Context: an optimization exercise on an open-source flow, tuned for small area, a short achievable clock period and few clock cycles. The choices shown serve that exercise and are no tape-out recipe.
At most, simulation tests tie the RTL to the original design; equivalence was not proved.
Power figures rest on the tool's default switching activity, not on a simulated workload.

Design gap_fc_top, start of the top module:
module gap_fc_top (
    input  logic              clk,
    input  logic              rst_n,
    input  logic              start,
    input  logic [15:0]       pix_count,
    input  logic [15:0]       fm_base,
    output logic              busy,
    output logic              done,
    output logic              fm_rd_en,
    output logic [15:0]       fm_rd_addr,
    input  logic signed [7:0] fm_rd_data,
    input  logic              param_wr_en,
    input  logic [1:0]        param_wr_sel,
    input  logic [7:0]        param_wr_addr,
    input  logic [31:0]       param_wr_data,
    output logic              res_valid,
    output logic [1:0]        res_idx,
    output logic signed [7:0] res_data
);
For scale: ~980 flip-flops, roughly 0.045 mm² of cells after synthesis.
clock: 15.0 ns
lec_check: 0
cap_margin: 50
core_margin: 2
core_utilization: 60
place_density: 0.72
slew_margin: 70
standard.sh (not shown) runs the stock make flow with config.mk's settings and CLKGATE_MAP_FILE= SYNTH_SCRIPT=/design/flow/synth_recipe.tcl, a recipe that flattens the netlist after the stock synthesis.
==> flow/flow/run.sh <==
#!/bin/bash
# The standard layout (the standard.sh: ORFS synthesis through finish), with two knobs
# changed: ports are buffered with buf_4 instead of the cell buffer_ports picks by default, and
# repair_timing aims for a setup slack of 10.6 ns at the design's 15 ns clock.
# Each run's full output goes to flow_make.log in the work folder.
set -euo pipefail
bash standard.sh SETUP_SLACK_MARGIN=10.6 "BUFFER_PORTS_ARGS=-buffer_cell sky130_fd_sc_hd__buf_4" finish > flow_make.log 2>&1
The starting point ran to the end with no violations.
Then changed:
- CORE_UTILIZATION: 60 -> 40
- PLACE_DENSITY: 0.72 -> not set
What happened: Global-route usage came out lower by 8.7 points. Wire length came out higher by 0.50%. Combinational power hardly moves. Cell area came out higher by about 1.8%. Synthesized cell count is unchanged. Total power came out higher by about 0.7%. Clock skew hardly moves. Register-to-register slack is worse by 0.06 ns. Via count came out lower by 2.5%. Worst hold slack is worse by 0.0073 ns.
Function was not checked in any run of this note: the RTL went through the layout flow alone.

---

Another version of the RTL of gap_fc_top (not shown whole).
Size: roughly 910 flip-flops, about 43000 µm² of cells after synthesis.
==> flow/design.v (excerpt) <==
module gap_fc_top (
    input  logic              clk,
    input  logic              rst_n,
    input  logic              start,
    input  logic [15:0]       pix_count,
    input  logic [15:0]       fm_base,
    output logic              busy,
    output logic              done,
    output logic              fm_rd_en,
    output logic [15:0]       fm_rd_addr,
    input  logic signed [7:0] fm_rd_data,
    input  logic              param_wr_en,
    input  logic [1:0]        param_wr_sel,
    input  logic [7:0]        param_wr_addr,
    input  logic [31:0]       param_wr_data,
    output logic              res_valid,
    output logic [1:0]        res_idx,
    output logic signed [7:0] res_data
);
==> flow/config.mk <==
export PLATFORM = sky130hd
export DESIGN_NAME = gap_fc_top
export DESIGN_NICKNAME = gap_fc_top
export VERILOG_FILES = /design/flow/design.v
export SDC_FILE = /design/flow/constraint.sdc
export NUM_CORES = 4
export LEC_CHECK = 0
export CAP_MARGIN = 25
export CORE_MARGIN = 2
export CORE_UTILIZATION = 40
export CTS_CLUSTER_DIAMETER = 120
export CTS_CLUSTER_SIZE = 22
export SLEW_MARGIN = 30
==> flow/constraint.sdc <==
create_clock -name core_clock -period 15.0 [get_ports {clk}]
set_input_delay 3.0000 -clock core_clock [delete_from_list [all_inputs] [get_ports {clk}]]
set_output_delay 3.0000 -clock core_clock [all_outputs]
set_load 0.01 [all_outputs]
Scripts as last shown in full above: flow/flow/run.sh
The first run completed without violations.
Testbench counts at the start, summed over its fixed seeds: cycles 25,244.
==> next run, changes <==
Settings changed: CAP_MARGIN 25 to 50, CORE_UTILIZATION 40 to 60, PLACE_DENSITY set to 0.72, SLEW_MARGIN 30 to 70.
Power rose by a few percent.
Clock skew fell by 0.019 ns.
Cell count fell by a little under a tenth.
Critical path depth fell by 3.
Synthesized area is unchanged.
==> next run, changes <==
Settings changed: CAP_MARGIN 50 to 30, CORE_UTILIZATION 60 to 40, PLACE_DENSITY 0.72 to not set, SLEW_MARGIN 70 to 40.
=>
- synthesized area does not change
- die area went up by well over a third
- cell count rises by roughly a tenth
- sequential cell count does not change
- clock power is about the same
- setup slack degrades by 0.034 ns
- clock skew went up by 0.020 ns
- first-iteration DRC count decreases by a quarter to a third
- maximum frequency is lower slightly
==> next run, changes <==
Settings changed: CAP_MARGIN 30 to 50, SLEW_MARGIN 40 to 70.
Outcome:
- worst setup slack is better by 0.038 ns
- wire length decreases by 2.1%
- final cell count increases by 0.41%
- clock power barely changes
- design area increases by 0.89%
- total power increases by 0.95%
- sequential share of layout area decreases by 0.40 points
- hold slack is about the same
- count of clock-buffer cells in the layout increases by 1
- via count decreases by 0.68%

---

gap_fc_top, a different RTL version from the one above (not shown whole).
Size in the first run: ~3300 cells after synthesis, roughly 880 flip-flops, ~120 I/O pins, ~44000 µm² of cells after synthesis.
==> flow/config.mk <==
export PLATFORM = sky130hd
export DESIGN_NAME = gap_fc_top
export DESIGN_NICKNAME = gap_fc_top
export VERILOG_FILES = /design/flow/design.v
export SDC_FILE = /design/flow/constraint.sdc
export NUM_CORES = 4
export LEC_CHECK = 0
export CAP_MARGIN = 20
export CORE_MARGIN = 2
export CORE_UTILIZATION = 40
export SLEW_MARGIN = 20
==> flow/constraint.sdc <==
create_clock -name core_clock -period 15.0 [get_ports {clk}]
set_input_delay 3.0000 -clock core_clock [delete_from_list [all_inputs] [get_ports {clk}]]
set_output_delay 3.0000 -clock core_clock [all_outputs]
set_load 0.01 [all_outputs]
run.sh (not shown) runs the stock make flow with config.mk's settings and CLKGATE_MAP_FILE= SYNTH_SCRIPT=/design/flow/synth_recipe.tcl, a recipe that flattens the netlist after the stock synthesis.
Stock flow here: none of the scripts above is used.
The baseline went through all stages and came out clean.
Testbench counts at the start, summed over its fixed seeds: cycles 25,333.
Rerun with:
--- a/flow/config.mk
+++ b/flow/config.mk
@@ -8 +8 @@
-export CAP_MARGIN = 20
+export CAP_MARGIN = 50
@@ -11 +11 @@
-export SLEW_MARGIN = 20
+export SLEW_MARGIN = 70
Outcome: Cell area goes up by 1.6%. Power increases by 0.33%. Flip-flop and latch count stays the same.

re-timing with driven ports:
The flow's constraints put no driver on any port. The routed layouts listed below were extracted and timed again, unchanged, in two steps.
Step 1 sets driving cells, clkbuf_16 on the clock port and buf_2 on the other inputs (assumed; they add their load-dependent delay and slew).
Step 2 adds t to the input delays and takes it off the output delays; t is the mean of the earliest and latest rising clock arrival at the registers after step 1. Input paths then give back, and output paths get back, about the clock's delay inside the block.
Three values: ideal ports, drivers, drivers and shift; two values: the first two.
run | t, ns | slack for setup (ns) | worst setup path after step 2
the first run of note 1 | 0.722 | 10.669 / 10.603 / 10.549 | input to register
the second run of note 1 | 0.721 | 10.671 / 10.605 / 10.477 | input to register
the first run of note 2 | 0.690 | 10.565 / 10.612 / 9.922 | input to register
the second run of note 2 | 0.700 | 10.621 / 10.597 / 9.965 | input to register
the third run of note 2 | 0.682 | 10.587 / 10.616 / 9.934 | input to register
the fourth run of note 2 | 0.692 | 10.625 / 10.627 / 9.978 | input to register
the first run of note 3 | 0.737 | 9.078 / 9.078 / 9.067 | input to register
the second run of note 3 | 0.732 | 9.903 / 9.948 / 9.216 | input to register
After both steps setup and hold are still met in every run listed. The setup slack of the second run of note 3, which loses most, moves by +0.045 ns with the drivers and by -0.687 ns with both steps.
